This design comes from an exercise in tuning for small area and a short achievable clock period on the open sky130 flow, not from production work. Where RTL was checked, it was by simulation tests only, not by an equivalence proof against the original. For runs 2 to 6, only the layout was checked, not whether the RTL still works.

==> flow/design.v (outline; a module is shown in full before it is edited, if it fits) <==
// module iir_biquad_filter: 1148 lines
// module iir_fa: 10 lines
// module iir_ha: 9 lines
// module iir_bsel: 10 lines
module iir_biquad_filter #(
  parameter int unsigned NB   = 10,
  parameter int unsigned NC   = 10,
  parameter int unsigned FRAC = 9
) (
  input  logic                 CLK,
  input  logic                 RST,
  input  logic signed [NB-1:0] DIN,
  input  logic                 VIN,
  input  logic                 COEF_WE,
  input  logic [2:0]           COEF_ADDR,
  input  logic signed [NC-1:0] COEF_DATA,
  input  logic                 COEF_COMMIT,
  input  logic                 FLUSH,
  input  logic                 BYPASS,
  input  logic                 CLR_SAT,
  output logic signed [NB-1:0] DOUT,
  output logic                 VOUT,
  output logic                 SAT
);
  // ...
==> flow/flow/run.sh <==
#!/bin/bash
# Layout flow: the standard flow (standard.sh) with two changes: the
# ports are buffered with a plain buffer cell, and timing repair only resizes
# and swaps cells (no buffer insertion or gate cloning). Each step's full
# output goes to a log file of its own in the work folder.
set -euo pipefail
bash standard.sh synth > synth.log 2>&1
bash standard.sh "BUFFER_PORTS_ARGS=-buffer_cell sky130_fd_sc_hd__buf_2" \
  "SETUP_MOVE_SEQUENCE=unbuffer,sizeup,swap" finish > layout.log 2>&1
==> flow/standard.sh <==
#!/bin/bash
# synth_recipe.tcl (not shown) runs the flow's synth.tcl, then flattens the netlist and writes it again
# the make line also repeats each setting of config.mk as NAME=value (left out here)
make -C /OpenROAD-flow-scripts/flow DESIGN_CONFIG=/design/flow/config.mk WORK_HOME=/design/flow/orfs CLKGATE_MAP_FILE= SYNTH_SCRIPT=/design/flow/synth_recipe.tcl "${@:-finish}"
==> flow/config.mk <==
export PLATFORM = sky130hd
export DESIGN_NAME = iir_biquad_filter
export DESIGN_NICKNAME = iir_biquad_filter
export VERILOG_FILES = /design/flow/design.v
export SDC_FILE = /design/flow/constraint.sdc
export NUM_CORES = 4
export LEC_CHECK = 0
export ABC_AREA = 1
export CAP_MARGIN = 20
export CORE_MARGIN = 2
export CORE_UTILIZATION = 40
export PLACE_DENSITY = 0.75
export SETUP_SLACK_MARGIN = 4.5
export SLEW_MARGIN = 20
export SYNTH_HIERARCHICAL = 1
export SYNTH_MINIMUM_KEEP_SIZE = 0
==> flow/constraint.sdc <==
create_clock -name core_clock -period 11.0 [get_ports {CLK}]
set_input_delay 2.2000 -clock core_clock [delete_from_list [all_inputs] [get_ports {CLK}]]
set_output_delay 2.2000 -clock core_clock [all_outputs]
set_load 0.01 [all_outputs]
==> qor.txt, run 1 <==
clock latency at the later pin of the worst-skew pair - 0.56 ns
top flop regs - shd_q x50, act_e_q x45, pre_a_q x21
hold path startpoint - dout_q[7]
Logic inverters - 263
met3 Use GR - 0.0332
Crit. Startpoint - VIN
part of the cycle the worst path needs - 0.597
Hold Buf Count CTS - 0
placed insts - 2662
sequential cell count - 203
# port buffers - 42
Final Util - 0.455
number of max-slew violations in the final report - 0
worst rel slew slack - 0.396
Via-to-Cell Ratio - 5.71
status - timing/DRC/antenna clean
CTS Buf Count - 24
Critical Path Sink Type - flip-flop
starting density of the core - 0.406
Hold Crit Depth - 2
ys async rst share - 1.00
Register Area - 5080 um2
first-pass GRT wire length - 92800 um
die width - 225 um
CP Buf/Inv Count - 6
HPWL after DPL - 46100 um
largest net degree at the start of global routing - 85
clock buf count - 36
Synth Area in Compound Gates - 0.139
MaxCap Viol Count - 0
Synth Cell Area - 19400 um2
CTS tree - built
final setup vio count - 0
router iterations before antenna repair - 6
r2r setup slk - 4.55 ns
CTS resizes - 97
==> run 2, diff against run 1 <==
--- a/flow/design.v
+++ b/flow/design.v
@@ -1098,18 +1098,24 @@
   assign bfs128 = ~(pre_a_q[20] ^ bfc126);
   assign bfc128 = pre_a_q[20] | bfc126;
   wire bhs129, bhc129;
   assign bhs129 = ~pre_a_q[21];
   assign bhc129 = pre_a_q[21];
   wire [21:0] cs_a, cs_b;
   assign cs_a = {bhs129, bfs128, bhc125, bhs125, bhc117, bhs117, bhc105, bhs105, bhc89, bhc79, bfs78, bfc59, bfc49, bfc39, bfs39, bfc23, bfs23, bhc11, bfs10, bhs7, bhs3, bfs1};
   assign cs_b = {bfc128, bfc127, bfs127, bfc121, bfs121, bfc111, bfs111, bfc97, bfs97, bhs89, bhs79, bfs69, bfs59, bfs49, 1'b0, bfs31, 1'b0, bfs17, bhs11, bfs6, pb0_r0[1], pb0_r0[0]};
-  assign acc_c = cs_a + cs_b;
-  assign clip_c = (acc_c[21:18] != {4{acc_c[21]}});
+  wire [18:0] lo_c   = {1'b0, cs_a[17:0]} + {1'b0, cs_b[17:0]};
+  wire [3:0]  top0_c = cs_a[21:18] + cs_b[21:18];
+  wire [3:0]  top1_c = cs_a[21:18] + cs_b[21:18] + 4'd1;
+  wire [3:0]  top_c  = lo_c[18] ? top1_c : top0_c;
+  wire        clip0_c = (top0_c != {4{top0_c[3]}});
+  wire        clip1_c = (top1_c != {4{top1_c[3]}});
+  assign acc_c = {top_c, lo_c[17:0]};
+  assign clip_c = lo_c[18] ? clip1_c : clip0_c;
   assign y_c    = clip_c ? {acc_c[21], {(NB-1){~acc_c[21]}}} : acc_c[18:9];
   assign filt_c = VIN && !BYPASS;
   always_ff @(posedge CLK or posedge RST) begin
     if (RST) begin
       for (int i = 0; i < NCOEF; i++) begin
         shd_q[i]   <= '0;
         act_q[i]   <= '0;
         act_e_q[i] <= '0;
==> run 2 against run 1 <==
  * Wire length up 1.0%
  * Core utilization up 0.92 points
  * First-iteration DRC count up 5.3%
  * Flip-flop and latch count did not move
  * Global-route usage rose by 0.22 points
  * Largest cell class unchanged
==> qor.txt, run 2 <==
status - timing/DRC/antenna clean (unchanged)
CP Buf/Inv Count - 5 (was 6)
Core Area - 47700 um2 (was 47800 um2)
critical path's slowest cell - fa_2 (unchanged)
HPWL after DPL - 46400 um (was 46100 um)
vias in the first global route - 15900 (was 16300)
Routed WL - 59900 um (was 59300 um)
number of flip-flops in the largest register - 50 (unchanged)
worst-path fanout max - 29 (unchanged)
setup TNS - 0 ns (unchanged)
Register Area - 5080 um2 (about the same)
Post-synth EDFFs - 0 (unchanged)
# port buffers - 42 (unchanged)
RR Startpoint - act_q[3][7] (unchanged)
final setup vio count - 0 (unchanged)
fmax - 153 MHz (was 152 MHz)
Syn Inst Count - 2000 (was 2053)
final-report hold violation count - 0 (unchanged)
clock skew - 0.0273 ns (was 0.0346 ns)
Synth top area share - 0.270 (was 0.268)
Most common cell on crit path - fa_2
die width - 224 um (was 225 um)
hold path startpoint - shd_q[3][6] (was dout_q[7])
cells taking the most area after synthesis - fa_1, dfrtp_1, xor2_1 (unchanged)
router iterations before antenna repair - 7 (was 6)
chip height - 224 um (was 225 um)
Top reg by flops - shd_q (unchanged)
CTS clk-pin slew, worst paths - 0.06 ns (about the same)
Mapped Avg Cell Area - 9.68 um2 (was 9.47 um2)
number of diodes - 0 (unchanged)
ratio of cells with drive above 1 in the final layout - 0.176 (was 0.148)
Final WS setup - 4.46 ns (was 4.43 ns)
r2r setup slk - 4.64 ns (was 4.55 ns)
MaxCap Viol Count - 0 (unchanged)
ys async rst share - 1.00 (unchanged)
WL/cell - 22.7 um (was 21.9 um)
critical path's top delay family - adder cells (unchanged)
Synth Area in Adders - 0.307 (was 0.304)
Hold Buf Count CTS - 0 (unchanged)
DP Worst Slack - 3.39 ns (was 3.45 ns)
GPL Wtd Cong - 1.01 (about the same)
critical-path cell list - buf_8 > clkinvlp_4 > nor2_8 > inv_4 > nor2_4 > inv_12 > o22ai_4 > clkinv_4 > o22ai_2 > xor2_1 > fa_2 > fa_2 > fa_2 > fa_2 > fa_2 > fa_1 (was buf_8 > clkinvlp_4 > nor2_4 > inv_2 > nor2_4 > inv_8 > o22ai_4 > buf_6 > clkinvlp_4 > o22ai_2 > xor2_2 > fa_2 > fa_1 > fa_2 > fa_2 > fa_1 > fa_1)
xor-xnor portion of the synthesized cell area - 0.125 (about the same)
site row count - 80 (unchanged)
Least-Margin Pin Slew - 1.03 ns (was 0.905 ns)
largest family of logic cells by synthesized area - adder cells (unchanged)
1st-iter DRT viols - 1632 (was 1550)
number of max-slew violations in the final report - 0 (unchanged)
area of the multi-input gates - 14000 um2 (was 13600 um2)
part of the cycle the worst path needs - 0.595 (was 0.597)
via count - 15200 (was 15400)
Tmin final - 6.54 ns (was 6.57 ns)
Yosys reg bits - 203 (unchanged)
Hold Path Class - flip-flop to flip-flop (unchanged)
post-route ant nets - 0 (unchanged)
Critical Path Sink Type - flip-flop (unchanged)
H-Tree Depth - 1 (unchanged)
starting density of the core - 0.406 (about the same)
gr usage total - 0.241 (was 0.239)
nets - 2363 (was 2421)
Top Ports - 43 (unchanged)
yosys warns - 13 (unchanged)
prevailing post-synth register cell - dfrtp_1 (unchanged)
CTS tree - built (unchanged)
most frequent cells in the layout - nand2_1, xor2_1, fa_1 (was nand2_1, fa_1, xor2_1)
WP data required - 11.43 ns (was 11.41 ns)
first-pass GRT wire length - 92900 um (was 92800 um)
sequential area share after synthesis - 0.262 (was 0.261)
top flop regs - shd_q x50, act_e_q x45, pre_a_q x21 (unchanged)
root buf cell - clkbuf_16 (unchanged)
FF-to-FF End - y1_q[1] (unchanged)
most common cell after layout, fill and taps aside - nand2_1 (unchanged)
Synth Cell Area - 19400 um2 (about the same)
synth unique cells - 40 (was 42)
WS Path Type - input port to flip-flop (unchanged)
Hold Crit Depth - 2 (unchanged)
Synth Area in Compound Gates - 0.149 (was 0.139)
Simple-Gate Fraction of Synth Area - 0.0839 (was 0.0998)
Max Root-Sink Buffers - 3 (unchanged)
initial antenna violation count - 0 (unchanged)
Via-to-Cell Ratio - 5.77 (was 5.71)
CTS Buf Count - 24 (unchanged)
RSZ-0062 raised after global routing - true (unchanged)
R2R cell count - 22 (was 28)
worst rel slew slack - 0.308 (was 0.396)
worst path arrival time - 6.97 ns (about the same)
delay of the slowest critical-path stage - 0.56 ns (was 0.50 ns)
grt ovf - 0 (unchanged)
largest net degree at the start of global routing - 78 (was 85)
DR DRC count - 0 (unchanged)
top cells by count, synth - nand2_1, fa_1, xor2_1 (unchanged)
TritonCTS Sinks - 203 (unchanged)
clock latency at the later pin of the worst-skew pair - 0.56 ns (about the same)
crit path launch type - input port (unchanged)
most numerous cell in the Yosys netlist - nand2_1 (unchanged)
post-synthesis mux area share - 0 (unchanged)
area leader, netlist - fa_1 (unchanged)
syn nets - 2350 (was 2401)
Worst Hold End - act_q[3][6] (was dout_q[7])
area grow syn2layout - 14.5% (was 11.9%)
number of fill cells in the layout - 4371 (was 4457)
Die Area - 50200 um2 (was 50400 um2)
==> run 2: cell count changes in the layout (fill, tap and decap cells not counted), sizes merged, moves of 2 or more <==
cell | previous run | this run
clkinv | 34 | 28
buf | 79 | 71
inv | 223 | 216
xor2 | 244 | 241
nor2 | 46 | 48
nand2 | 323 | 286
nand3 | 60 | 40
o21bai | 2 | 0
o21ai | 154 | 165
clkinvlp | 13 | 15
==> run 2: per-module statistics from Yosys (local to each module, per instance) <==
module | cells | flip-flops and latches | cell area [um2]
iir_biquad_filter | 1728 | 203 | 14000
iir_fa | 1 | 0 | 20.0
iir_ha | 1 | 0 | 12.5
==> run 2: worst max path at each step <==
stage	from	endpoint	slack [ns]	cells past startpoint
after global routing	VIN	pre_b_q[10]	4.30	16
after detailed placement	VIN	pre_b_q[13]	3.39	16
after CTS	DIN[6]	dout_q[8]	4.48	21
after floorplan	DIN[6]	dout_q[1]	4.52	21
final	VIN	pre_b_q[10]	4.46	16
after global placement	VIN	pre_b_q[12]	3.48	16
==> run 2: metrics by stage <==
stage / cell area (um2) / cells / util / hold slack, ns
4_1_cts: 21500 / 2643 / 0.450 / 0.483
3_5_place_dp: 20200 / 2602 / 0.423 / 0.467
5_1_grt: 22200 / 2643 / 0.464 / 0.509
2_1_floorplan: 19400 / 2000 / - / 0.450
6_report: 22200 / 2643 / 0.464 / 0.479
3_3_place_gp: 20200 / 2602 / 0.423 / 0.463
==> run 2: worst register-to-register path, stage by stage (launching register included) <==
cell and delay [ns]:
dfrtp_1 0.42, inv_1 0.10, ha_2 0.40, clkinv_2 0.16
o22ai_1 0.21, xor2_1 0.13, fa_1 0.43, fa_1 0.40
fa_1 0.50, fa_2 0.39, fa_1 0.49, fa_2 0.38
fa_2 0.57, ha_4 0.24, a21oi_4 0.18, nand2_4 0.08
a21oi_4 0.16, nand3_4 0.14, o21ai_4 0.28, nand3_4 0.29
nand2_4 0.17, nand2_1 0.08, o21ai_2 0.08
==> run 2: per-layer routing <==
layer | vias to the layer above | part of all wire | global-route usage
li1 | 6625 | - | -
met1 | 7722 | 0.39 | 0.306
met2 | 700 | 0.48 | 0.409
met3 | 202 | 0.067 | 0.0310
met4 | 0 | 0.062 | 0.117
met5 | - | 0 | 0
==> run 2: layout make-up <==
cell class	instances	share of cell area
Sequential cell	203	0.229
Inverter	254	0.0494
Timing Repair Buffer	71	0.0209
Multi-Input combinational cell	1459	0.631
Clock inverter	6	0.00277
Clock buffer	35	0.0317
Tap cell	615	0.0347
==> run 2: timing repair <==
action                                  4_1_cts  5_1_grt
cloned                                        0        0
resized for setup                           124      157
buffers inserted                              0        0
endpoints found under the setup margin       37       37
pin swaps                                    29       58
==> run 2: kinds of logic (layout without fill, tap and decap cells) <==
kind of cell | Yosys count | count (layout)
AOI/OAI and AO/OA | 469 | 469
and+or+nand+nor | 394 | 394
buffers and inverters | 338 | 366
adders and majority gates | 319 | 319
xor gates and xnor gates | 276 | 276
DFF | 203 | 203
other | 1 | 1
==> run 3, diff against run 2 <==
--- a/flow/config.mk
+++ b/flow/config.mk
@@ -10,5 +10,4 @@
 export CORE_MARGIN = 2
 export CORE_UTILIZATION = 40
-export PLACE_DENSITY = 0.75
 export SETUP_SLACK_MARGIN = 4.5
 export SLEW_MARGIN = 20
==> run 3 against run 2 <==
  * Register-to-register slack is essentially flat
  * Final cell count grew 0.23%
  * Via count shrank 1.5%
  * Still clean on timing, DRC and antenna
  * Die area is the same
  * Critical path type unchanged
  * Cell area shrank 0.32%
  * Count of clock-buffer cells in the layout grew 1
  * Core utilization shrank 0.15 points
  * Worst setup slack lost 0.029 ns
==> qor.txt, run 3 <==
status - timing/DRC/antenna clean (unchanged)
FF-to-FF End - y1_q[8] (was y1_q[1])
first-pass GRT wire length - 94400 um (was 92900 um)
fmax - 152 MHz (was 153 MHz)
GPL Wtd Cong - 0.959 (was 1.01)
crit path launch type - input port (unchanged)
r2r setup slk - 4.63 ns (was 4.64 ns)
MaxCap Viol Count - 0 (unchanged)
root buf cell - clkbuf_16 (unchanged)
post-route ant nets - 0 (unchanged)
setup TNS - 0 ns (unchanged)
Yosys reg bits - 203 (unchanged)
TritonCTS Sinks - 203 (unchanged)
# port buffers - 42 (unchanged)
Hold Crit Depth - 2 (unchanged)
vias in the first global route - 15800 (was 15900)
Synth top area share - 0.270 (unchanged)
H-Tree Depth - 1 (unchanged)
hold path startpoint - dout_q[2] (was shd_q[3][6])
area grow syn2layout - 14.1% (was 14.5%)
RR Startpoint - act_q[3][5] (was act_q[3][7])
cells taking the most area after synthesis - fa_1, dfrtp_1, xor2_1 (unchanged)
1st-iter DRT viols - 1447 (was 1632)
starting density of the core - 0.406 (unchanged)
yosys warns - 13 (unchanged)
Routed WL - 60700 um (was 59900 um)
HPWL after DPL - 46000 um (was 46400 um)
Via-to-Cell Ratio - 5.67 (was 5.77)
Worst Hold End - dout_q[2] (was act_q[3][6])
Core Area - 47700 um2 (unchanged)
Top reg by flops - shd_q (unchanged)
number of diodes - 0 (unchanged)
WS Path Type - input port to flip-flop (unchanged)
most numerous cell in the Yosys netlist - nand2_1 (unchanged)
nets - 2366 (was 2363)
area leader, netlist - fa_1 (unchanged)
Die Area - 50200 um2 (unchanged)
Max Root-Sink Buffers - 3 (unchanged)
top flop regs - shd_q x50, act_e_q x45, pre_a_q x21 (unchanged)
clock latency at the later pin of the worst-skew pair - 0.57 ns (was 0.56 ns)
site row count - 80 (unchanged)
die width - 224 um (unchanged)
Tmin final - 6.57 ns (was 6.54 ns)
most frequent cells in the layout - nand2_1, xor2_1, fa_1 (unchanged)
final setup vio count - 0 (unchanged)
router iterations before antenna repair - 5 (was 7)
Top Ports - 43 (unchanged)
synth unique cells - 40 (unchanged)
CTS clk-pin slew, worst paths - 0.06 ns (about the same)
Syn Inst Count - 2000 (unchanged)
top cells by count, synth - nand2_1, fa_1, xor2_1 (unchanged)
CTS tree - built (unchanged)
clock skew - 0.0221 ns (was 0.0273 ns)
gr usage total - 0.246 (was 0.241)
WL/cell - 22.9 um (was 22.7 um)
number of max-slew violations in the final report - 0 (unchanged)
Final Util - 0.463 (was 0.464)
via count - 15000 (was 15200)
DR DRC count - 0 (unchanged)
postcts setup bufs - 0 (unchanged)
initial antenna violation count - 0 (unchanged)
worst path arrival time - 7.00 ns (was 6.97 ns)
Least-Margin Pin Slew - 0.954 ns (was 1.03 ns)
worst rel slew slack - 0.357 (was 0.308)
Mapped Avg Cell Area - 9.68 um2 (unchanged)
part of the cycle the worst path needs - 0.597 (was 0.595)
Hold Buf Count CTS - 0 (unchanged)
Critical Path Sink Type - flip-flop (unchanged)
worst-path fanout max - 29 (unchanged)
Post-synth EDFFs - 0 (unchanged)
number of flip-flops in the largest register - 50 (unchanged)
grt ovf - 0 (unchanged)
prevailing post-synth register cell - dfrtp_1 (unchanged)
WP data required - 11.43 ns (about the same)
Hold Path Class - flip-flop to flip-flop (unchanged)
CTS Buf Count - 25 (was 24)
ratio of cells with drive above 1 in the final layout - 0.161 (was 0.176)
R2R cell count - 24 (was 22)
syn nets - 2350 (unchanged)
largest net degree at the start of global routing - 92 (was 78)
most common cell after layout, fill and taps aside - nand2_1 (unchanged)
ys async rst share - 1.00 (unchanged)
chip height - 224 um (unchanged)
RSZ-0062 raised after global routing - true (unchanged)
sequential area share after synthesis - 0.262 (unchanged)
final-report hold violation count - 0 (unchanged)
Synth Cell Area - 19400 um2 (unchanged)
-- run 3: cell counts after synthesis --
Identical to the previous run, type by type.
-- run 3: how the worst max path moves through the flow --
| stage | start | to |
|---|---|---|
| 2_1_floorplan | DIN[6] | dout_q[1] |
| 3_3_place_gp | VIN | pre_b_q[12] |
| 3_5_place_dp | VIN | pre_b_q[13] |
| 4_1_cts | VIN | pre_b_q[10] |
| 5_1_grt | VIN | pre_b_q[10] |
| 6_report | VIN | pre_b_q[11] |
-- run 3: final cells by class --
cell class | count | area, um2
timing repair buffer | 73 | 482
fill | 4517 | 25700
multi-input combinational | 1459 | 13800
tap | 615 | 769
clock buffer | 36 | 747
clock inverter | 9 | 143
inverter | 254 | 1100
sequential | 203 | 5080
-- run 3: critical path, cell delays in order --
cell,delay [ns]
buf_8,0.08
clkinvlp_4,0.31
nor2_8,0.23
inv_4,0.06
nor2_4,0.36
inv_12,0.20
o22ai_4,0.39
inv_4,0.14
o22ai_4,0.17
xor2_2,0.24
fa_2,0.48
fa_2,0.35
fa_1,0.47
fa_2,0.36
fa_1,0.51
fa_1,0.42
-- run 3: per-module statistics from Yosys, one instance, submodules excluded --
module | flip-flops and latches | cells | cell area (um2) | copies in the design
iir_ha | 0 | 1 | 12.5 | 12
iir_biquad_filter | 203 | 1728 | 14000 | 1
iir_fa | 0 | 1 | 20.0 | 260
-- run 3: cell families after synthesis --
kind of cell / synth area share
buffers and inverters: 0.0719
DFF: 0.262
and+or+nand+nor: 0.0839
other: 0.000194
adders and majority gates: 0.307
AOI/OAI and AO/OA: 0.149
xor gates and xnor gates: 0.125
-- run 3: stage by stage --
stage                     instance area (um2)  worst slack (ns)  std cells  hold slack, ns
after floorplan                         19400              4.52       2000           0.450
after global placement                  20200              3.28       2604           0.459
after detailed placement                20200              3.21       2604           0.462
after CTS                               21700              4.46       2649           0.479
after global routing                    22100              4.26       2649           0.500
final                                   22100              4.43       2649           0.471
-- run 3: what timing repair did --
item	4_1_cts	5_1_grt
hold endpoints to repair	0	0
endpoints found under the setup margin	41	36
pin swaps	35	37
gates resized for setup	133	105
-- run 3: metal layers --
layer,track usage,vias up,share of wire
li1,-,6633,-
met1,0.328,7647,0.41
met2,0.411,596,0.48
met3,0.0325,141,0.066
met4,0.0933,0,0.039
met5,0,-,0
==> run 4, diff against run 3 <==
--- a/flow/config.mk
+++ b/flow/config.mk
@@ -10,5 +10,5 @@
 export CORE_MARGIN = 2
 export CORE_UTILIZATION = 40
-export SETUP_SLACK_MARGIN = 4.5
+export SETUP_SLACK_MARGIN = 3.5
 export SLEW_MARGIN = 20
 export SYNTH_HIERARCHICAL = 1
==> run 4 against run 3 <==
  * Register-to-register slack worse by 0.42 ns
  * Cell area fell by 4.6%
  * Count of clock-buffer cells in the layout decreased by 1
  * Hold slack got worse by 0.0015 ns
  * Critical path type unchanged
  * Critical endpoint is now pre_b_q[10]
==> qor.txt, run 4 <==
status - timing/DRC/antenna clean (unchanged)
Top reg by flops - shd_q (unchanged)
final-report hold violation count - 0 (unchanged)
RSZ-0062 raised after global routing - false (was true)
Routed WL - 61400 um (was 60700 um)
CTS tree - built (unchanged)
top cells by count, synth - nand2_1, fa_1, xor2_1 (unchanged)
placed insts - 2603 (was 2604)
grt ovf - 0 (unchanged)
top flop regs - shd_q x50, act_e_q x45, pre_a_q x21 (unchanged)
initial antenna violation count - 0 (unchanged)
number of max-slew violations in the final report - 0 (unchanged)
clock skew - 0.0320 ns (was 0.0221 ns)
clock latency at the later pin of the worst-skew pair - 0.58 ns (was 0.57 ns)
Die Area - 50200 um2 (unchanged)
worst-path fanout max - 29 (unchanged)
die width - 224 um (unchanged)
router iterations before antenna repair - 5 (unchanged)
nets - 2367 (was 2366)
CTS resizes - 0 (was 133)
ys async rst share - 1.00 (unchanged)
vias in the first global route - 15800 (about the same)
1st-iter DRT viols - 1408 (was 1447)
H-Tree Depth - 1 (unchanged)
MaxCap Viol Count - 0 (unchanged)
Layout Cells excl Fill - 2652 (was 2649)
Synth top area share - 0.270 (unchanged)
part of the cycle the worst path needs - 0.647 (was 0.597)
postcts setup bufs - 0 (unchanged)
Mapped Avg Cell Area - 9.68 um2 (unchanged)
GPL Wtd Cong - 0.985 (was 0.959)
worst rel slew slack - 0.321 (was 0.357)
chip height - 224 um (unchanged)
Final WS setup - 3.88 ns (was 4.43 ns)
HPWL after DPL - 47300 um (was 46000 um)
area grow syn2layout - 8.81% (was 14.1%)
final setup vio count - 0 (unchanged)
starting density of the core - 0.406 (unchanged)
via count - 15100 (was 15000)
area leader, netlist - fa_1 (unchanged)
WS Path Type - input port to flip-flop (unchanged)
most numerous cell in the Yosys netlist - nand2_1 (unchanged)
root buf cell - clkbuf_16 (unchanged)
DR DRC count - 0 (unchanged)
Critical Path Sink Type - flip-flop (unchanged)
Least-Margin Pin Slew - 1.01 ns (was 0.954 ns)
prevailing post-synth register cell - dfrtp_1 (unchanged)
cells taking the most area after synthesis - fa_1, dfrtp_1, xor2_1 (unchanged)
first-pass GRT wire length - 95600 um (was 94400 um)
Synth Cell Area - 19400 um2 (unchanged)
most common cell after layout, fill and taps aside - nand2_1 (unchanged)
synth unique cells - 40 (unchanged)
TritonCTS Sinks - 203 (unchanged)
syn nets - 2350 (unchanged)
yosys warns - 13 (unchanged)
post-route ant nets - 0 (unchanged)
WL/cell - 23.2 um (was 22.9 um)
setup TNS - 0 ns (unchanged)
CTS Buf Count - 26 (was 25)
DP Worst Slack - 3.37 ns (was 3.21 ns)
Via-to-Cell Ratio - 5.69 (was 5.67)
Max Root-Sink Buffers - 3 (unchanged)
worst path arrival time - 7.54 ns (was 7.00 ns)
CTS clk-pin slew, worst paths - 0.06 ns (about the same)
crit path launch type - input port (unchanged)
number of diodes - 0 (unchanged)
site row count - 80 (unchanged)
ratio of cells with drive above 1 in the final layout - 0.0908 (was 0.161)
number of flip-flops in the largest register - 50 (unchanged)
Post-synth EDFFs - 0 (unchanged)
fmax - 140 MHz (was 152 MHz)
Hold Path Class - flip-flop to flip-flop (unchanged)
Tmin final - 7.12 ns (was 6.57 ns)
Yosys reg bits - 203 (unchanged)
Top Ports - 43 (unchanged)
largest net degree at the start of global routing - 145 (was 92)
most frequent cells in the layout - nand2_1, fa_1, xor2_1 (was nand2_1, xor2_1, fa_1)
Syn Inst Count - 2000 (unchanged)
sequential area share after synthesis - 0.262 (unchanged)
# port buffers - 42 (unchanged)
Final Util - 0.441 (was 0.463)
Core Area - 47700 um2 (unchanged)
gr usage total - 0.251 (was 0.246)
Hold Buf Count CTS - 0 (unchanged)
WP data required - 11.42 ns (was 11.43 ns)
run 4: cell types whose count changed in the layout (fill, tap and decap cells not counted), sizes merged:
cell | previous run | this run
buf | 73 | 72
bufinv | 3 | 2
clkinv | 27 | 41
clkinvlp | 16 | 1
inv | 217 | 223
run 4: worst paths after layout:
check	start	to	slack, ns	cells past startpoint
max	VIN	pre_b_q[10]	3.88	16
min	dout_q[5]	dout_q[5]	0.47	2
max reg2reg	act_q[3][8]	dout_q[3]	4.21	24
min reg2reg	dout_q[5]	dout_q[5]	0.47	2
max in group asynchronous	RST	dout_q[5]	7.83	4
min in group asynchronous	RST	act_q[0][3]	1.88	3
run 4: area by class of cell:
| cell class | count | area [um2] |
|---|---|---|
| multi-input cells | 1459 | 12900 |
| clock buffers | 35 | 714 |
| clock inverters | 13 | 155 |
| fillers | 4564 | 26700 |
| inverters | 254 | 957 |
| repair buffers | 73 | 455 |
| well taps | 615 | 769 |
| flip-flops and latches | 203 | 5080 |
run 4: per-module statistics from Yosys, one instance, submodules excluded:
module             flip-flops and latches  times used  cells
iir_biquad_filter                     203           1   1728
iir_fa                                  0         260      1
iir_ha                                  0          12      1
run 4: kinds of logic (layout without fill, tap and decap cells):
logic type	count (synthesis)	in the layout	share of synthesized area
AOI/OAI and AO/OA	469	469	0.149
and+or+nand+nor	394	394	0.0839
DFF	203	203	0.262
buffers and inverters	338	375	0.0719
xor gates and xnor gates	276	276	0.125
other	1	1	0.000194
adders and majority gates	319	319	0.307
run 4: stage by stage:
step                cell area [um2]  hold WS [ns]
floorplan                     19400         0.450
global placement              20200         0.461
detailed placement            20200         0.461
CTS                           21100         0.477
global route                  21100         0.505
finish                        21100         0.469
run 4: routing by layer:
layer / routed length (um) / up-vias / part of all wire / global-route usage
li1: - / 6630 / - / -
met1: 25400 / 7588 / 0.41 / 0.334
met2: 28900 / 709 / 0.47 / 0.414
met3: 4520 / 159 / 0.074 / 0.0390
met4: 2600 / 0 / 0.042 / 0.0968
met5: 0 / - / 0 / 0
run 4: critical path, stage by stage:
cell and delay (ns):
buf_2 0.11, inv_1 0.48, nor2_8 0.05, inv_2 0.11
nor2_4 0.07, inv_2 0.62, o22ai_1 0.29, inv_2 0.35
o22ai_1 0.16, xor2_1 0.32, fa_1 0.50, fa_1 0.49
fa_1 0.41, fa_1 0.42, fa_1 0.52, fa_1 0.42
==> run 5, diff against run 4 <==
--- a/flow/config.mk
+++ b/flow/config.mk
@@ -10,5 +10,5 @@
 export CORE_MARGIN = 2
 export CORE_UTILIZATION = 40
-export SETUP_SLACK_MARGIN = 3.5
+export SETUP_SLACK_MARGIN = 4
 export SLEW_MARGIN = 20
 export SYNTH_HIERARCHICAL = 1
==> run 5 against run 4 <==
  * Count of clock-buffer cells in the layout unchanged
  * Global-route usage unchanged
  * Maximum frequency increased by 4.6%
  * Clock skew decreased by 0.0026 ns
  * Flip-flop and latch count unchanged
  * Cell area increased by 0.23%
  * Die area unchanged
  * Via count about the same
  * Register-to-register slack improved by 0.08 ns
  * Core utilization increased by 0.10 points
  * Critical endpoint unchanged
  * Largest cell class unchanged
  * Highest routed layer unchanged
==> qor.txt, run 5 <==
number of diodes - 0 (unchanged)
R2R cell count - 23 (was 24)
synth unique cells - 40 (unchanged)
via count - 15100 (about the same)
delay of the slowest critical-path stage - 0.50 ns (was 0.62 ns)
TritonCTS Sinks - 203 (unchanged)
first-pass GRT wire length - 95600 um (unchanged)
most common cell after layout, fill and taps aside - nand2_1 (unchanged)
vias in the first global route - 15800 (unchanged)
fmax - 147 MHz (was 140 MHz)
number of fill cells in the layout - 4553 (was 4564)
DR DRC count - 0 (unchanged)
RR Startpoint - act_q[3][7] (was act_q[3][8])
post-route ant nets - 0 (unchanged)
Mapped Avg Cell Area - 9.68 um2 (unchanged)
critical path's slowest cell - fa_1 (was inv_2)
syn nets - 2350 (unchanged)
FF-to-FF End - dout_q[3] (unchanged)
GPL Wtd Cong - 0.985 (unchanged)
root buf cell - clkbuf_16 (unchanged)
worst path arrival time - 7.23 ns (was 7.54 ns)
cells taking the most area after synthesis - fa_1, dfrtp_1, xor2_1 (unchanged)
Top Ports - 43 (unchanged)
Top reg by flops - shd_q (unchanged)
Least-Margin Pin Slew - 1.06 ns (was 1.01 ns)
r2r setup slk - 4.29 ns (was 4.21 ns)
CTS clk-pin slew, worst paths - 0.06 ns (about the same)
critical-path cell list - buf_2 > clkinvlp_4 > nor2_8 > inv_2 > nor2_4 > inv_6 > o22ai_1 > inv_2 > o22ai_1 > xor2_1 > fa_1 > fa_1 > fa_1 > fa_1 > fa_1 > fa_1 (was buf_2 > inv_1 > nor2_8 > inv_2 > nor2_4 > inv_2 > o22ai_1 > inv_2 > o22ai_1 > xor2_1 > fa_1 > fa_1 > fa_1 > fa_1 > fa_1 > fa_1)
die width - 224 um (unchanged)
CTS tree - built (unchanged)
initial antenna violation count - 0 (unchanged)
Max Root-Sink Buffers - 3 (unchanged)
Most common cell on crit path - fa_1 (unchanged)
clock latency at the later pin of the worst-skew pair - 0.58 ns (about the same)
largest net degree at the start of global routing - 145 (unchanged)
area leader, netlist - fa_1 (unchanged)
CP Capture Point - pre_b_q[10] (unchanged)
sequential area share after synthesis - 0.262 (unchanged)
WP data required - 11.42 ns (about the same)
clock skew - 0.0294 ns (was 0.0320 ns)
Hold Buf Count CTS - 0 (unchanged)
area grow syn2layout - 9.06% (was 8.81%)
prevailing post-synth register cell - dfrtp_1 (unchanged)
number of flip-flops in the largest register - 50 (unchanged)
top cells by count, synth - nand2_1, fa_1, xor2_1 (unchanged)
yosys warns - 13 (unchanged)
setup TNS - 0 ns (unchanged)
ratio of cells with drive above 1 in the final layout - 0.0967 (was 0.0908)
Core Area - 47700 um2 (unchanged)
Synth top area share - 0.270 (unchanged)
Via-to-Cell Ratio - 5.69 (about the same)
Routed WL - 61500 um (was 61400 um)
Die Area - 50200 um2 (unchanged)
H-Tree Depth - 1 (unchanged)
grt ovf - 0 (unchanged)
critical path's top delay family - adder cells (unchanged)
Stages on worst setup path - 16 (unchanged)
postcts setup bufs - 0 (unchanged)
Post-synth EDFFs - 0 (unchanged)
worst-path fanout max - 29 (unchanged)
most frequent cells in the layout - nand2_1, fa_1, xor2_1 (unchanged)
number of max-slew violations in the final report - 0 (unchanged)
site row count - 80 (unchanged)
MaxCap Viol Count - 0 (unchanged)
chip height - 224 um (unchanged)
router iterations before antenna repair - 7 (was 5)
final-report hold violation count - 0 (unchanged)
WL/cell - 23.2 um (about the same)
final setup vio count - 0 (unchanged)
CTS Buf Count - 26 (unchanged)
Crit. Startpoint - VIN (unchanged)
Critical Path Sink Type - flip-flop (unchanged)
part of the cycle the worst path needs - 0.619 (was 0.647)
CP Buf/Inv Count - 5 (unchanged)
ys async rst share - 1.00 (unchanged)
status - timing/DRC/antenna clean (unchanged)
HPWL after DPL - 47300 um (unchanged)
Hold Path Class - flip-flop to flip-flop (unchanged)
worst rel slew slack - 0.284 (was 0.321)
top flop regs - shd_q x50, act_e_q x45, pre_a_q x21 (unchanged)
# port buffers - 42 (unchanged)
RSZ-0062 raised after global routing - false (unchanged)
Yosys reg bits - 203 (unchanged)
nets - 2367 (unchanged)
starting density of the core - 0.406 (unchanged)
WS Path Type - input port to flip-flop (unchanged)
Tmin final - 6.81 ns (was 7.12 ns)
crit path launch type - input port (unchanged)
1st-iter DRT viols - 1399 (was 1408)
Synth Cell Area - 19400 um2 (unchanged)
gr usage total - 0.251 (unchanged)
Syn Inst Count - 2000 (unchanged)
most numerous cell in the Yosys netlist - nand2_1 (unchanged)
run 5: kinds of logic (layout without fill, tap and decap cells):
logic type | after synthesis | count (layout) | share of synthesized area
DFF | 203 | 203 | 0.262
other | 1 | 1 | 0.000194
AOI/OAI and AO/OA | 469 | 469 | 0.149
adders and majority gates | 319 | 319 | 0.307
buffers and inverters | 338 | 375 | 0.0719
xor gates and xnor gates | 276 | 276 | 0.125
and+or+nand+nor | 394 | 394 | 0.0839
run 5: worst min-delay path by stage:
stage	from	to	slack [ns]	cells after the start
floorplan	shd_q[0][9]	act_q[0][9]	0.45	2
detailed placement	dout_q[5]	dout_q[5]	0.46	2
global placement	dout_q[9]	dout_q[9]	0.46	2
finish	dout_q[5]	dout_q[5]	0.47	2
global route	shd_q[3][1]	shd_q[3][1]	0.51	2
CTS	dout_q[5]	dout_q[5]	0.48	2
run 5: routing by layer:
layer,vias to the layer above,global-route usage,share of wire
met2,710,0.414,0.47
li1,6628,-,-
met3,159,0.0390,0.072
met1,7596,0.334,0.41
met5,-,0,0
met4,0,0.0968,0.043
run 5: layout make-up:
type                    instances  area (um2)  area share
repair buffers                 73         459      0.0217
clock buffers                  35         714      0.0338
clock inverters                13         155     0.00735
inverters                     254         980      0.0464
well taps                     615         769      0.0364
flip-flops and latches        203        5080       0.241
multi-input cells            1459       13000       0.614
run 5: worst register-to-register path: cells and delay by family (launching register included):
kind | cells | cell delay (ns)
flip-flops | 1 | 0.40
buffers and inverters | 2 | 0.36
AO/OA/AOI/OAI | 5 | 1.03
adder cells (fa/ha/maj) | 9 | 3.91
XOR/XNOR | 1 | 0.11
AND/OR/NAND/NOR | 6 | 0.74
run 5: repair_timing:
action                                  CTS  global route
resized for setup                         1            17
gates cloned                              0             0
endpoints found under the setup margin    3            32
run 5: metrics by stage:
stage / setup slack, ns / utilization / hold slack [ns] / instances / instance area (um2)
after floorplan: 4.36 / - / 0.450 / 2000 / 19400
final: 4.19 / 0.442 / 0.469 / 2652 / 21100
after global routing: 4.02 / 0.442 / 0.505 / 2652 / 21100
after CTS: 4.09 / 0.441 / 0.477 / 2651 / 21100
after detailed placement: 3.37 / 0.423 / 0.461 / 2603 / 20200
after global placement: 3.37 / 0.423 / 0.461 / 2603 / 20200
run 5: modules after synthesis, one instance, submodules excluded:
module	area, um2	flip-flops and latches	times used	cells
iir_ha	12.5	0	12	1
iir_fa	20.0	0	260	1
iir_biquad_filter	14000	203	1	1728
==> run 6, diff against run 5 <==
--- a/flow/config.mk
+++ b/flow/config.mk
@@ -10,5 +10,6 @@
 export CORE_MARGIN = 2
 export CORE_UTILIZATION = 40
-export SETUP_SLACK_MARGIN = 4
+export PLACE_DENSITY = 0.75
+export SETUP_SLACK_MARGIN = 4.2
 export SLEW_MARGIN = 20
 export SYNTH_HIERARCHICAL = 1
==> run 6 against run 5 <==
  * Final cell count fell by 0.34%
  * Register-to-register slack gained 0.17 ns
  * Maximum frequency grew 0.27%
  * Via count up 0.18%
  * Sequential share of layout area is 0.55 points lower
==> qor.txt, run 6 <==
status - timing/DRC/antenna clean (unchanged)
Syn Inst Count - 2000 (unchanged)
Least-Margin Pin Slew - 0.941 ns (was 1.06 ns)
post-route ant nets - 0 (unchanged)
die width - 224 um (unchanged)
area leader, netlist - fa_1 (unchanged)
most frequent cells in the layout - nand2_1, fa_1, xor2_1 (unchanged)
GPL Wtd Cong - 1.01 (was 0.985)
ratio of cells with drive above 1 in the final layout - 0.133 (was 0.0967)
area of the multi-input gates - 13500 um2 (was 13000 um2)
H-Tree Depth - 1 (unchanged)
fmax - 147 MHz (about the same)
Routed WL - 60000 um (was 61500 um)
chip height - 224 um (unchanged)
number of fill cells in the layout - 4428 (was 4553)
Synth top area share - 0.270 (unchanged)
# port buffers - 42 (unchanged)
nets - 2363 (was 2367)
crit path launch type - input port (unchanged)
RSZ-0062 raised after global routing - true (was false)
clock skew - 0.0190 ns (was 0.0294 ns)
top cells by count, synth - nand2_1, fa_1, xor2_1 (unchanged)
Synth Cell Area - 19400 um2 (unchanged)
DR DRC count - 0 (unchanged)
Hold Crit Depth - 2 (unchanged)
worst rel slew slack - 0.366 (was 0.284)
number of max-slew violations in the final report - 0 (unchanged)
grt ovf - 0 (unchanged)
root buf cell - clkbuf_16 (unchanged)
largest net degree at the start of global routing - 173 (was 145)
DP Worst Slack - 3.06 ns (was 3.37 ns)
CTS clk-pin slew, worst paths - 0.07 ns (was 0.06 ns)
top flop regs - shd_q x50, act_e_q x45, pre_a_q x21 (unchanged)
via count - 15100 (about the same)
R2R cell count - 24 (was 23)
1st-iter DRT viols - 1437 (was 1399)
WP data required - 11.42 ns (about the same)
Final WS setup - 4.21 ns (was 4.19 ns)
worst-path fanout max - 29 (unchanged)
part of the cycle the worst path needs - 0.617 (was 0.619)
Die Area - 50200 um2 (unchanged)
area grow syn2layout - 11.6% (was 9.06%)
MaxCap Viol Count - 0 (unchanged)
postcts setup bufs - 0 (unchanged)
gr usage total - 0.243 (was 0.251)
number of diodes - 0 (unchanged)
Top Ports - 43 (unchanged)
final setup vio count - 0 (unchanged)
Max Root-Sink Buffers - 3 (unchanged)
ys async rst share - 1.00 (unchanged)
initial antenna violation count - 1 (was 0)
Via-to-Cell Ratio - 5.72 (was 5.69)
setup TNS - 0 ns (unchanged)
vias in the first global route - 15800 (about the same)
first-pass GRT wire length - 93500 um (was 95600 um)
HPWL after DPL - 46600 um (was 47300 um)
delay of the slowest critical-path stage - 0.56 ns (was 0.50 ns)
yosys warns - 13 (unchanged)
final-report hold violation count - 0 (unchanged)
prevailing post-synth register cell - dfrtp_1 (unchanged)
Core Area - 47700 um2 (unchanged)
Tmin final - 6.79 ns (was 6.81 ns)
router iterations before antenna repair - 6 (was 7)
CTS Buf Count - 24 (was 26)
Top reg by flops - shd_q (unchanged)
Post-synth EDFFs - 0 (unchanged)
Register Area - 5080 um2 (about the same)
WS Path Type - input port to flip-flop (unchanged)
Critical Path Sink Type - flip-flop (unchanged)
Hold Path Class - flip-flop to flip-flop (unchanged)
starting density of the core - 0.406 (unchanged)
WL/cell - 22.7 um (was 23.2 um)
Mapped Avg Cell Area - 9.68 um2 (unchanged)
Yosys reg bits - 203 (unchanged)
critical-path cell list - buf_2 > clkinvlp_4 > nor2_8 > inv_4 > nor2_4 > inv_12 > o22ai_4 > clkinv_4 > o22ai_4 > xor2_2 > fa_2 > fa_1 > fa_2 > fa_2 > fa_1 > fa_1 (was buf_2 > clkinvlp_4 > nor2_8 > inv_2 > nor2_4 > inv_6 > o22ai_1 > inv_2 > o22ai_1 > xor2_1 > fa_1 > fa_1 > fa_1 > fa_1 > fa_1 > fa_1)
TritonCTS Sinks - 203 (unchanged)
critical path's slowest cell - fa_1 (unchanged)
CTS tree - built (unchanged)
cells taking the most area after synthesis - fa_1, dfrtp_1, xor2_1 (unchanged)
synth unique cells - 40 (unchanged)
sequential area share after synthesis - 0.262 (unchanged)
most common cell after layout, fill and taps aside - nand2_1 (unchanged)
syn nets - 2350 (unchanged)
worst path arrival time - 7.21 ns (was 7.23 ns)
most numerous cell in the Yosys netlist - nand2_1 (unchanged)
clock latency at the later pin of the worst-skew pair - 0.56 ns (was 0.58 ns)
number of flip-flops in the largest register - 50 (unchanged)
site row count - 80 (unchanged)
## run 6: final cells by class
type,instances,area share
clock inverter,9,0.00382
multi-input combinational,1459,0.625
sequential,203,0.235
timing repair buffer,71,0.0207
clock buffer,32,0.0316
tap,615,0.0356
inverter,254,0.0485
## run 6: cells by family after synthesis
kind of cell               count (synthesis)  synth area share
xor gates and xnor gates                 276             0.125
AOI/OAI and AO/OA                        469             0.149
adders and majority gates                319             0.307
buffers and inverters                    338            0.0719
other                                      1          0.000194
and+or+nand+nor                          394            0.0839
DFF                                      203             0.262
## run 6: worst paths after layout
| kind | startpoint | endpoint | slack [ns] |
|---|---|---|---|
| setup / recovery | VIN | pre_b_q[11] | 4.21 |
| hold reg to reg | shd_q[0][9] | act_q[0][9] | 0.48 |
| min in group asynchronous | RST | act_q[0][7] | 1.78 |
| setup reg to reg | act_q[3][7] | dout_q[8] | 4.46 |
| hold / removal | shd_q[0][9] | act_q[0][9] | 0.48 |
| max in group asynchronous | RST | pre_a_q[16] | 7.86 |
## run 6: worst max-delay path, delay by kind of cell
kind                     cells  cell delay [ns]
AO/OA/AOI/OAI                2             0.52
XOR/XNOR                     1             0.14
adder cells (fa/ha/maj)      6             2.68
buffers and inverters        5             0.96
AND/OR/NAND/NOR              2             0.64
## run 6: layer usage
| metal | part of all wire | track usage |
|---|---|---|
| met1 | 0.41 | 0.320 |
| met5 | 0 | 0 |
| met2 | 0.48 | 0.406 |
| met4 | 0.050 | 0.0994 |
| met3 | 0.066 | 0.0333 |
## run 6: what timing repair did
action | in CTS | in global routing
gates resized for setup | 30 | 120
hold buffers | 0 | 0
setup endpoints to repair | 36 | 34
pin swaps | 4 | 33
## run 6: per-module statistics from Yosys (local to each module, per instance)
module / flops+latches / times used / cells / area, um2
iir_ha: 0 / 12 / 1 / 12.5
iir_fa: 0 / 260 / 1 / 20.0
iir_biquad_filter: 203 / 1 / 1728 / 14000
## run 6: through the flow
step / cell area (um2) / instances / utilization / hold WS [ns]
final: 21600 / 2643 / 0.453 / 0.478
after global placement: 20200 / 2602 / 0.423 / 0.464
after global routing: 21600 / 2643 / 0.453 / 0.515
after detailed placement: 20200 / 2602 / 0.423 / 0.466
after floorplan: 19400 / 2000 / - / 0.450
after CTS: 21100 / 2643 / 0.442 / 0.478

## static timing again, ports no longer ideal
The results above use ideal ports. As a check the final layouts listed here were re-extracted and re-timed, cells and wires unchanged. Step 1 sets driving cells, clkbuf_16 on the clock port and buf_2 on the other inputs (assumed; they add their load-dependent delay and slew). Step 2 moves the port delays by t, midway between the first and last clock arrival at a register: inputs arrive t later, outputs are due t later. That takes back most of the time a late clock gives input paths. Slacks: ideal ports / drivers / drivers and shift; pairs: ideal ports / drivers.
| run | shift t [ns] | setup WS [ns] | hold WS [ns] | cell pins on the clock port's net |
|---|---|---|---|---|
| run 1 | 0.593 | 4.435 / 4.437 / 3.844 | 0.482 / 0.482 / 0.482 | 1 |
| run 2 | 0.601 | 4.460 / 4.462 / 3.861 | 0.479 / 0.479 / 0.479 | 1 |
| run 3 | 0.617 | 4.431 / 4.433 / 3.816 | 0.471 / 0.471 / 0.471 | 1 |
| run 4 | 0.617 | 3.881 / 3.914 / 3.297 | 0.469 / 0.469 / 0.469 | 1 |
| run 5 | 0.617 | 4.193 / 4.225 / 3.608 | 0.469 / 0.469 / 0.469 | 1 |
| run 6 | 0.596 | 4.212 / 4.238 / 3.642 | 0.478 / 0.478 / 0.478 | 1 |
After both steps setup and hold are still met in every run listed. The setup slack of run 3, which loses most, moves by +0.002 ns with the drivers and by -0.615 ns with both steps.
